Source: an optimization exercise on an open RTL-to-GDS flow (aim: small area, a short achievable clock period and few clock cycles per item). Production flows keep margins and buffers that such runs may drop.
Only simulation tests tie the RTL to the original design; equivalence was not proved.
Power figures rest on the tool's default switching activity, not on a simulated workload.

**design.v**
```verilog
`default_nettype none
package hrdc_pkg;
    localparam logic OpConvert = 1'b0;
    localparam logic OpLoad    = 1'b1;
    localparam int unsigned SectorDegInt = 60;
    localparam int unsigned CurveDepth   = 256;
    localparam logic [7:0]  FullLevel   = 8'd255;
    localparam logic [8:0]  HueScale    = 9'd359;
    localparam logic [6:0]  SectorDeg   = 7'(SectorDegInt);
    localparam logic [10:0] RecipSector = 11'd1092;
    typedef logic [7:0]  level_t;
    typedef logic [8:0]  deg_t;
    typedef logic [2:0]  sector_t;
    typedef logic [5:0]  pos_t;
    typedef logic [6:0]  ramp_pos_t;
    typedef logic [13:0] prod_t;
    typedef struct packed {
        logic s1_free;
        logic s1_valid;
        logic s2_valid;
        logic s3_valid;
        logic s4_valid;
    } pipe_status_t;
    function automatic deg_t hue_to_deg(input level_t hue);
        logic [16:0] scaled;
        logic [24:0] approx;
        deg_t        quot;
        logic [16:0] rem;
        scaled = 17'(hue) * 17'(HueScale);
        approx = (25'(scaled) << 8) + 25'(scaled);
        quot   = approx[24:16];
        rem    = scaled - ((17'(quot) << 8) - 17'(quot));
        if (rem >= 17'(FullLevel))
        begin
            quot = quot + 9'd1;
        end
        hue_to_deg = quot;
    endfunction
endpackage
`default_nettype wire
`default_nettype none
module hrdc_curve_mem (
    input  wire logic            clk,
    input  wire logic            wr_en,
    input  wire hrdc_pkg::level_t wr_addr,
    input  wire hrdc_pkg::level_t wr_data,
    input  wire logic            rd_en,
    input  wire hrdc_pkg::level_t rd_addr_a,
    input  wire hrdc_pkg::level_t rd_addr_b,
    output hrdc_pkg::level_t     rd_data_a,
    output hrdc_pkg::level_t     rd_data_b
);
    hrdc_pkg::level_t curve_mem [hrdc_pkg::CurveDepth];
    hrdc_pkg::level_t rd_a_reg;
    hrdc_pkg::level_t rd_b_reg;
    always_ff @(posedge clk)
    begin
        if (wr_en)
        begin
            curve_mem[wr_addr] <= wr_data;
        end
    end
    always_ff @(posedge clk)
    begin
        if (rd_en)
        begin
            rd_a_reg <= curve_mem[rd_addr_a];
            rd_b_reg <= curve_mem[rd_addr_b];
        end
    end
    assign rd_data_a = rd_a_reg;
    assign rd_data_b = rd_b_reg;
endmodule
`default_nettype wire
`default_nettype none
module hrdc_color_pipe (
    input  wire logic                 clk,
    input  wire logic                 rst_n,
    input  wire logic                 conv_en,
    input  wire hrdc_pkg::deg_t       deg,
    input  wire hrdc_pkg::level_t     curve_v,
    input  wire hrdc_pkg::level_t     curve_cs,
    input  wire logic                 out_ready,
    output logic                      out_valid,
    output hrdc_pkg::level_t          red,
    output hrdc_pkg::level_t          green,
    output hrdc_pkg::level_t          blue,
    output hrdc_pkg::pipe_status_t    status
);
    localparam hrdc_pkg::deg_t Sec1Start = 9'(1 * hrdc_pkg::SectorDegInt);
    localparam hrdc_pkg::deg_t Sec2Start = 9'(2 * hrdc_pkg::SectorDegInt);
    localparam hrdc_pkg::deg_t Sec3Start = 9'(3 * hrdc_pkg::SectorDegInt);
    localparam hrdc_pkg::deg_t Sec4Start = 9'(4 * hrdc_pkg::SectorDegInt);
    localparam hrdc_pkg::deg_t Sec5Start = 9'(5 * hrdc_pkg::SectorDegInt);
    logic    s1_valid_reg;
    hrdc_pkg::deg_t    s1_deg_reg;
    logic    s2_valid_reg;
    hrdc_pkg::level_t  s2_v_reg;
    hrdc_pkg::level_t  s2_base_reg;
    hrdc_pkg::sector_t s2_sector_reg;
    hrdc_pkg::pos_t    s2_pos_reg;
    logic    s2_gray_reg;
    logic    s3_valid_reg;
    hrdc_pkg::level_t  s3_v_reg;
    hrdc_pkg::level_t  s3_base_reg;
    hrdc_pkg::sector_t s3_sector_reg;
    logic    s3_gray_reg;
    hrdc_pkg::prod_t   s3_prod_reg;
    logic    s4_valid_reg;
    hrdc_pkg::level_t  s4_v_reg;
    hrdc_pkg::level_t  s4_base_reg;
    hrdc_pkg::sector_t s4_sector_reg;
    logic    s4_gray_reg;
    hrdc_pkg::prod_t   s4_prod_reg;
    hrdc_pkg::level_t  s4_quot_reg;
    logic    out_valid_reg;
    hrdc_pkg::level_t  red_reg;
    hrdc_pkg::level_t  green_reg;
    hrdc_pkg::level_t  blue_reg;
    logic out_en;
    logic s4_en;
    logic s3_en;
    logic s2_en;
    logic s1_en;
    assign out_en = !out_valid_reg || out_ready;
    assign s4_en  = !s4_valid_reg || out_en;
    assign s3_en  = !s3_valid_reg || s4_en;
    assign s2_en  = !s2_valid_reg || s3_en;
    assign s1_en  = !s1_valid_reg || s2_en;
    logic [15:0] base_prod;
    hrdc_pkg::level_t      s2_base_next;
    logic        s2_gray_next;
    hrdc_pkg::sector_t     s2_sector_next;
    hrdc_pkg::deg_t        sector_start;
    hrdc_pkg::pos_t        s2_pos_next;
    always_comb
    begin
        base_prod    = 16'(curve_cs) * 16'(curve_v);
        s2_base_next = base_prod[15:8];
        s2_gray_next = (curve_cs == hrdc_pkg::FullLevel);
        if (s1_deg_reg >= Sec5Start)
        begin
            s2_sector_next = 3'd5;
            sector_start   = Sec5Start;
        end
        else if (s1_deg_reg >= Sec4Start)
        begin
            s2_sector_next = 3'd4;
            sector_start   = Sec4Start;
        end
        else if (s1_deg_reg >= Sec3Start)
        begin
            s2_sector_next = 3'd3;
            sector_start   = Sec3Start;
        end
        else if (s1_deg_reg >= Sec2Start)
        begin
            s2_sector_next = 3'd2;
            sector_start   = Sec2Start;
        end
        else if (s1_deg_reg >= Sec1Start)
        begin
            s2_sector_next = 3'd1;
            sector_start   = Sec1Start;
        end
        else
        begin
            s2_sector_next = 3'd0;
            sector_start   = 9'd0;
        end
        s2_pos_next = 6'(s1_deg_reg - sector_start);
    end
    hrdc_pkg::ramp_pos_t   ramp_x;
    hrdc_pkg::level_t      diff;
    logic [14:0] ramp_prod;
    hrdc_pkg::prod_t       s3_prod_next;
    always_comb
    begin
        ramp_x       = s2_sector_reg[0] ? (hrdc_pkg::SectorDeg - 7'(s2_pos_reg)) : 7'(s2_pos_reg);
        diff         = s2_v_reg - s2_base_reg;
        ramp_prod    = 15'(diff) * 15'(ramp_x);
        s3_prod_next = ramp_prod[13:0];
    end
    logic [23:0] recip_prod;
    hrdc_pkg::level_t      s4_quot_next;
    always_comb
    begin
        recip_prod   = 24'(s3_prod_reg) * 24'(hrdc_pkg::RecipSector);
        s4_quot_next = recip_prod[23:16];
    end
    hrdc_pkg::prod_t  rem;
    hrdc_pkg::level_t quot;
    hrdc_pkg::level_t ramp;
    hrdc_pkg::level_t red_next;
    hrdc_pkg::level_t green_next;
    hrdc_pkg::level_t blue_next;
    always_comb
    begin
        rem  = s4_prod_reg - ((14'(s4_quot_reg) << 6) - (14'(s4_quot_reg) << 2));
        quot = s4_quot_reg + ((rem >= 14'(hrdc_pkg::SectorDeg)) ? 8'd1 : 8'd0);
        ramp = quot + s4_base_reg;
        case (s4_sector_reg)
            3'd0:
            begin
                red_next   = s4_v_reg;
                green_next = ramp;
                blue_next  = s4_base_reg;
            end
            3'd1:
            begin
                red_next   = ramp;
                green_next = s4_v_reg;
                blue_next  = s4_base_reg;
            end
            3'd2:
            begin
                red_next   = s4_base_reg;
                green_next = s4_v_reg;
                blue_next  = ramp;
            end
            3'd3:
            begin
                red_next   = s4_base_reg;
                green_next = ramp;
                blue_next  = s4_v_reg;
            end
            3'd4:
            begin
                red_next   = ramp;
                green_next = s4_base_reg;
                blue_next  = s4_v_reg;
            end
            default:
            begin
                red_next   = s4_v_reg;
                green_next = s4_base_reg;
                blue_next  = ramp;
            end
        endcase
        if (s4_gray_reg)
        begin
            red_next   = s4_v_reg;
            green_next = s4_v_reg;
            blue_next  = s4_v_reg;
        end
    end
    always_ff @(posedge clk or negedge rst_n)
    begin
        if (!rst_n)
        begin
            s1_valid_reg  <= 1'b0;
            s2_valid_reg  <= 1'b0;
            s3_valid_reg  <= 1'b0;
            s4_valid_reg  <= 1'b0;
            out_valid_reg <= 1'b0;
        end
        else
        begin
            if (s1_en)
            begin
                s1_valid_reg <= conv_en;
            end
            if (s2_en)
            begin
                s2_valid_reg <= s1_valid_reg;
            end
            if (s3_en)
            begin
                s3_valid_reg <= s2_valid_reg;
            end
            if (s4_en)
            begin
                s4_valid_reg <= s3_valid_reg;
            end
            if (out_en)
            begin
                out_valid_reg <= s4_valid_reg;
            end
        end
    end
    always_ff @(posedge clk)
    begin
        if (conv_en)
        begin
            s1_deg_reg <= deg;
        end
        if (s2_en && s1_valid_reg)
        begin
            s2_v_reg      <= curve_v;
            s2_base_reg   <= s2_base_next;
            s2_sector_reg <= s2_sector_next;
            s2_pos_reg    <= s2_pos_next;
            s2_gray_reg   <= s2_gray_next;
        end
        if (s3_en && s2_valid_reg)
        begin
            s3_v_reg      <= s2_v_reg;
            s3_base_reg   <= s2_base_reg;
            s3_sector_reg <= s2_sector_reg;
            s3_gray_reg   <= s2_gray_reg;
            s3_prod_reg   <= s3_prod_next;
        end
        if (s4_en && s3_valid_reg)
        begin
            s4_v_reg      <= s3_v_reg;
            s4_base_reg   <= s3_base_reg;
            s4_sector_reg <= s3_sector_reg;
            s4_gray_reg   <= s3_gray_reg;
            s4_prod_reg   <= s3_prod_reg;
            s4_quot_reg   <= s4_quot_next;
        end
        if (out_en && s4_valid_reg)
        begin
            red_reg   <= red_next;
            green_reg <= green_next;
            blue_reg  <= blue_next;
        end
    end
    assign out_valid = out_valid_reg;
    assign red       = red_reg;
    assign green     = green_reg;
    assign blue      = blue_reg;
    assign status.s1_free  = s1_en;
    assign status.s1_valid = s1_valid_reg;
    assign status.s2_valid = s2_valid_reg;
    assign status.s3_valid = s3_valid_reg;
    assign status.s4_valid = s4_valid_reg;
endmodule
`default_nettype wire
`default_nettype none
module hsv_to_rgb_dim_curve_unit (
    input  wire logic             clk,
    input  wire logic             rst_n,
    input  wire logic             in_valid,
    output logic                  in_ready,
    input  wire logic             operation,
    input  wire hrdc_pkg::level_t hue,
    input  wire hrdc_pkg::level_t saturation,
    input  wire hrdc_pkg::level_t brightness,
    input  wire hrdc_pkg::level_t curve_index,
    input  wire hrdc_pkg::level_t curve_value,
    output logic                  out_valid,
    input  wire logic             out_ready,
    output hrdc_pkg::level_t      red,
    output hrdc_pkg::level_t      green,
    output hrdc_pkg::level_t      blue
);
    logic         accept;
    logic         load_en;
    logic         conv_en;
    hrdc_pkg::deg_t         deg;
    hrdc_pkg::level_t       curve_v;
    hrdc_pkg::level_t       curve_cs;
    hrdc_pkg::pipe_status_t status;
    assign accept  = in_valid && in_ready;
    assign load_en = accept && (operation == hrdc_pkg::OpLoad);
    assign conv_en = accept && (operation == hrdc_pkg::OpConvert);
    assign deg     = hrdc_pkg::hue_to_deg(hue);
    assign in_ready = status.s1_free;
    hrdc_curve_mem u_curve_mem (
        .clk       (clk),
        .wr_en     (load_en),
        .wr_addr   (curve_index),
        .wr_data   (curve_value),
        .rd_en     (conv_en),
        .rd_addr_a (brightness),
        .rd_addr_b (hrdc_pkg::FullLevel - saturation),
        .rd_data_a (curve_v),
        .rd_data_b (curve_cs)
    );
    hrdc_color_pipe u_color_pipe (
        .clk       (clk),
        .rst_n     (rst_n),
        .conv_en   (conv_en),
        .deg       (deg),
        .curve_v   (curve_v),
        .curve_cs  (curve_cs),
        .out_ready (out_ready),
        .out_valid (out_valid),
        .red       (red),
        .green     (green),
        .blue      (blue),
        .status    (status)
    );
endmodule
`default_nettype wire
```
**run.sh**
```bash
#!/bin/bash
# synth_recipe.tcl (not shown) runs the flow's synth.tcl, then flattens the netlist and writes it again
# the make line also repeats each setting of config.mk as NAME=value (left out here)
make -C /OpenROAD-flow-scripts/flow DESIGN_CONFIG=/design/flow/config.mk WORK_HOME=/design/flow/orfs CLKGATE_MAP_FILE= SYNTH_SCRIPT=/design/flow/synth_recipe.tcl finish
```
**config.mk**
```make
export PLATFORM = sky130hd
export DESIGN_NAME = hsv_to_rgb_dim_curve_unit
export DESIGN_NICKNAME = hsv_to_rgb_dim_curve_unit
export VERILOG_FILES = /design/flow/design.v
export SDC_FILE = /design/flow/constraint.sdc
export NUM_CORES = 4
export LEC_CHECK = 0
export CAP_MARGIN = 20
export CORE_MARGIN = 2
export CORE_UTILIZATION = 40
export SETUP_SLACK_MARGIN = 0.3
export SLEW_MARGIN = 20
```
**constraint.sdc**
```tcl
create_clock -name core_clock -period 10.0 [get_ports {clk}]
set_input_delay 2.0000 -clock core_clock [delete_from_list [all_inputs] [get_ports {clk}]]
set_output_delay 2.0000 -clock core_clock [all_outputs]
set_load 0.01 [all_outputs]
```
==> notes.md <==
==> metal layers <==
metal / track usage [%] / part of all wire (%)
met1: 29.6 / 39
met2: 34.5 / 48
met3: 4.80 / 8.9
met4: 6.58 / 3.4
met5: 0 / 0.039
==> area by class of cell <==
type                    instances  area [um^2]
inverters                     246          923
fillers                     22900       150000
clock buffers                 288         6250
clock inverters               141         1370
multi-input cells            2694        41200
repair buffers                288         2690
diodes                         13         32.5
flip-flops and latches       2203        66100
well taps                    3589         4490
==> cell usage after synthesis (all sizes together), types with 3 or more instances <==
master / count
a31oi: 7
and3: 8
a21o: 15
o31ai: 3
nand2: 140
edfxtp: 2198
a21oi: 61
a2111oi: 4
o221ai: 4
xor2: 19
nor2b: 20
mux2i: 3
nand4: 6
o41ai: 3
nand2b: 18
buf: 158
a22oi: 19
o21ai: 60
ha: 225
nand3: 29
inv: 246
fa: 94
nor3b: 4
o211ai: 11
mux4: 1360
or3: 4
o21bai: 15
xnor2: 69
dfrtp: 5
nor2: 337
nor3: 20
a211oi: 16
clkbuf: 191
mux2: 4
o31a: 3
a21boi: 4
o21a: 10
or2: 5
o22a: 14
and2: 49
==> power groups by stage <==
stage | Combinational [mW] | Clock, mW | Sequential, mW
global route | 10.6 | 9.23 | 10.7
floorplan | 6.37 | 0 | 10.8
finish | 9.51 | 8.72 | 10.7
global placement | 9.02 | 0 | 10.9
detailed placement | 9.20 | 0 | 10.9
CTS | 9.29 | 8.86 | 10.7
==> cells in the final DEF, fill, tap and decap left out, types with 19 or more instances in the layout <==
master	instances
clkbuf_16	243
a22oi_1	19
edfxtp_1	2198
clkdlybuf4s50_1	47
clkinv_2	52
o21ai_0	54
and2_1	47
buf_12	23
nand3_1	28
nor3_1	20
nand2_1	140
a21oi_1	55
inv_1	246
clkinv_1	47
fa_1	94
xnor2_1	63
mux4_2	1360
bufinv_16	25
ha_1	220
buf_4	192
clkbuf_1	45
nor2_1	308
nor2_2	27
==> logic make-up (layout without fill, tap and decap cells) <==
logic type	count (synthesis)	count (layout)
flip-flops	2203	2203
AO/OA/AOI/OAI	269	269
adder cells (fa/ha/maj)	319	319
other	0	13
multiplexers	1367	1367
XOR/XNOR	88	88
buffers and inverters	595	963
AND/OR/NAND/NOR	651	651
==> per-stage QoR <==
stage                     setup slack [ns]  cell area (um^2)  util (%)  instances  total power [mW]
after floorplan                      0.348            110000         -       5492              17.2
after global placement              -0.465            115000      42.2       9010              19.9
after detailed placement            -0.661            115000      42.2       9015              20.1
after CTS                            0.306            123000      45.0       9444              28.9
after global routing                 0.286            123000      45.1       9457              30.6
final                                0.711            123000      45.1       9462              28.9
==> worst paths after layout <==
kind	startpoint	to	slack (ns)
max	hue[3]	u_color_pipe.s1_deg_reg[7]$_DFFE_PP_	0.71
min reg2reg	u_color_pipe.s3_base_reg[3]$_DFFE_PP_	u_color_pipe.s4_base_reg[3]$_DFFE_PP_	0.42
max in group asynchronous	rst_n	u_color_pipe.s3_valid_reg$_DFFE_PN0P_	8.37
min	u_color_pipe.s3_base_reg[3]$_DFFE_PP_	u_color_pipe.s4_base_reg[3]$_DFFE_PP_	0.42
max reg2reg	u_color_pipe.s2_v_reg[1]$_DFFE_PP_	u_color_pipe.s3_prod_reg[13]$_DFFE_PP_	4.07
min in group asynchronous	rst_n	u_color_pipe.s1_valid_reg$_DFFE_PN0N_	1.43
==> repair_timing <==
action / CTS / global route
gates resized for setup: 2 / 31
pin swaps: 2 / 19
endpoints found under the setup margin: 2 / 9
setup buffers: 0 / 3
==> reports/qor.csv <==
stage;metric;value;unit
synth;Simple-Gate Fraction of Synth Area;2.61;%
clock_network;CTS tree;done;
synth;Syn Area/Cell;19.9;um^2
synth;Post-synth EDFFs;2198;
timing;Max Clock Skew;0.168;ns
worst_setup_path;type of the worst setup path;in -> reg;
clock_network;H-tree depth;4;
synth;area leader, netlist;edfxtp_1;
worst_setup_path;CP max FO;6;
clock_network;Hold Buf Count CTS;0;
synth;Post-Synthesis Cell Area;109000;um^2
worst_setup_path;Worst path depth;36;
power;clock share of power;30.1;%
cells_and_area;area grow syn2layout;12.5;%
timing;Tcrit/Tclk final;92.9;%
global_routing;vias in the first global route;60500;
timing;final-report max-slew violation count;0;
worst_setup_path;reg2reg path depth;22;
synth;Post-Syn Nets;5856;
worst_setup_path;WP data arrival;9.83;ns
synth;top-area cell type share of the netlist area;60.3;%
synth;Netlist cell types;81;
floorplan;Die Wd;527;um
worst_setup_path;Crit path largest cell delay;0.54;ns
placement;post-DP HPWL;192000;um
cells_and_area;share of cells above drive strength 1;34.5;%
synth;Top FF cell, synth;edfxtp_1;
global_routing;total track usage;21.6;%
clock_network;CTS buffer count;240;
worst_setup_path;Req. time, crit path;10.54;ns
synth;post-synthesis adder-cell area fraction;4.29;%
routing;Post-route DRC;0;
worst_setup_path;slowest CP cell;fa_1;
routing;Starting DRT DRC Count;7135;
power;static leakage;39.5;nW
clock_network;CTS root buffer;clkbuf_16;
global_routing;antenna violations before repair;25;
synth;Yosys Warn Count;3;
timing;setup TNS;0;ns
floorplan;core region area;273000;um^2
cells_and_area;Largest register FFs;2048;
placement;IO Port Bufs;70;
timing;Final Hold Vio Count;0;
worst_hold_path;worst hold stages;0;
clock_network;clock tree buffer depth;4;
worst_setup_path;critical path's top delay family;adder cells;
synth;Post-Synth XOR/XNOR Area;0.735;%
floorplan;I/O pins;71;
clock_network;Clk pin slew, worst setup/hold paths;0.06;ns
timing;Fmax achieved;108;MHz
status;outcome;complete, no violations;
cells_and_area;nets;6037;
timing;RSZ-0062 raised after global routing;no;
clock_network;clk sink count;2203;
routing;Routed wire per std cell;31.9;um
timing;worst slew pin tran;1.18;ns
synth;Seq/Total Area, Yosys;60.4;%
synth;Post-synth ARST share;0.227;%
synth;largest family of logic cells by synthesized area;multiplexers;
timing;hold slack final;0.418;ns
power;Sw Share;30.7;%
power;power density cells;235;nW/um^2
floorplan;# rows;192;
power;Psw;8.89;mW
power;P_int;20.1;mW
timing;min Tclk post-route;9.29;ns
power;Combinational Power Share;32.8;%
worst_setup_path;Buf/Inv on CP;7;
timing;Slew HR;20.8;%
routing;Post-Route WL;301000;um
floorplan;Die Ht;527;um
floorplan;Initial Util;40.1;%
worst_setup_path;startpoint types;input pin;
routing;Detailed Routing Iterations Pass 1;6;
power;sequential share of power;37.0;%
synth;Synth Area in Compound Gates;1.70;%
routing;Final ANT Viol Nets;0;
clock_network;worst-skew pair later-pin latency;0.96;ns
timing;endpoints failing setup;0;
global_routing;first-pass GRT wire length;437000;um
run;max-cap viol count;0;
power;Worst VDD drop;397;uV
worst_hold_path;HP Class;reg -> reg;
synth;mux contribution to synthesized area;28.1;%
routing;DR vias/cell;6.27;
routing;via count;59400;
floorplan;die footprint;278000;um^2
worst_setup_path;most used cell, CP;inv_1;
synth;synthesized instance count;5492;
global_routing;grt ovf;0;
synth;Seq cells post-synth;2203;
global_routing;largest net degree at the start of global routing;146;
synth;top post-synthesis cells by area;edfxtp_1 60%, mux4_2 28%, ha_1 2.6%;
placement;gpl congestion;0.824;
worst_setup_path;Worst Setup End Kind;flop;
Testbench counts, summed over its fixed seeds: cycles 24,037, items 20,961.

## static timing again, ports no longer ideal
The flow's constraints put no driver on any port. The routed layout listed below was extracted and timed again, unchanged, in two steps.
Step 1, drivers: a clkbuf_16 drives clk and a buf_2 each remaining input, both assumed.
Step 2 times the ports against the registers' clock, not the clock port: input delays grow and output delays shrink by t, the midpoint of the rising clock arrivals with the driver on.
a / b / c = ideal / step 1 / step 2; a / b = the first two.
shift t [ns]: 0.972
slack for setup (ns): 0.711 / 0.783 / -0.189
pins driven straight from the clock port: 1
With both steps, setup timing fails in this run, where it was met with ideal ports. The setup slack of this run moves by +0.072 ns with the drivers and by -0.900 ns with both steps.
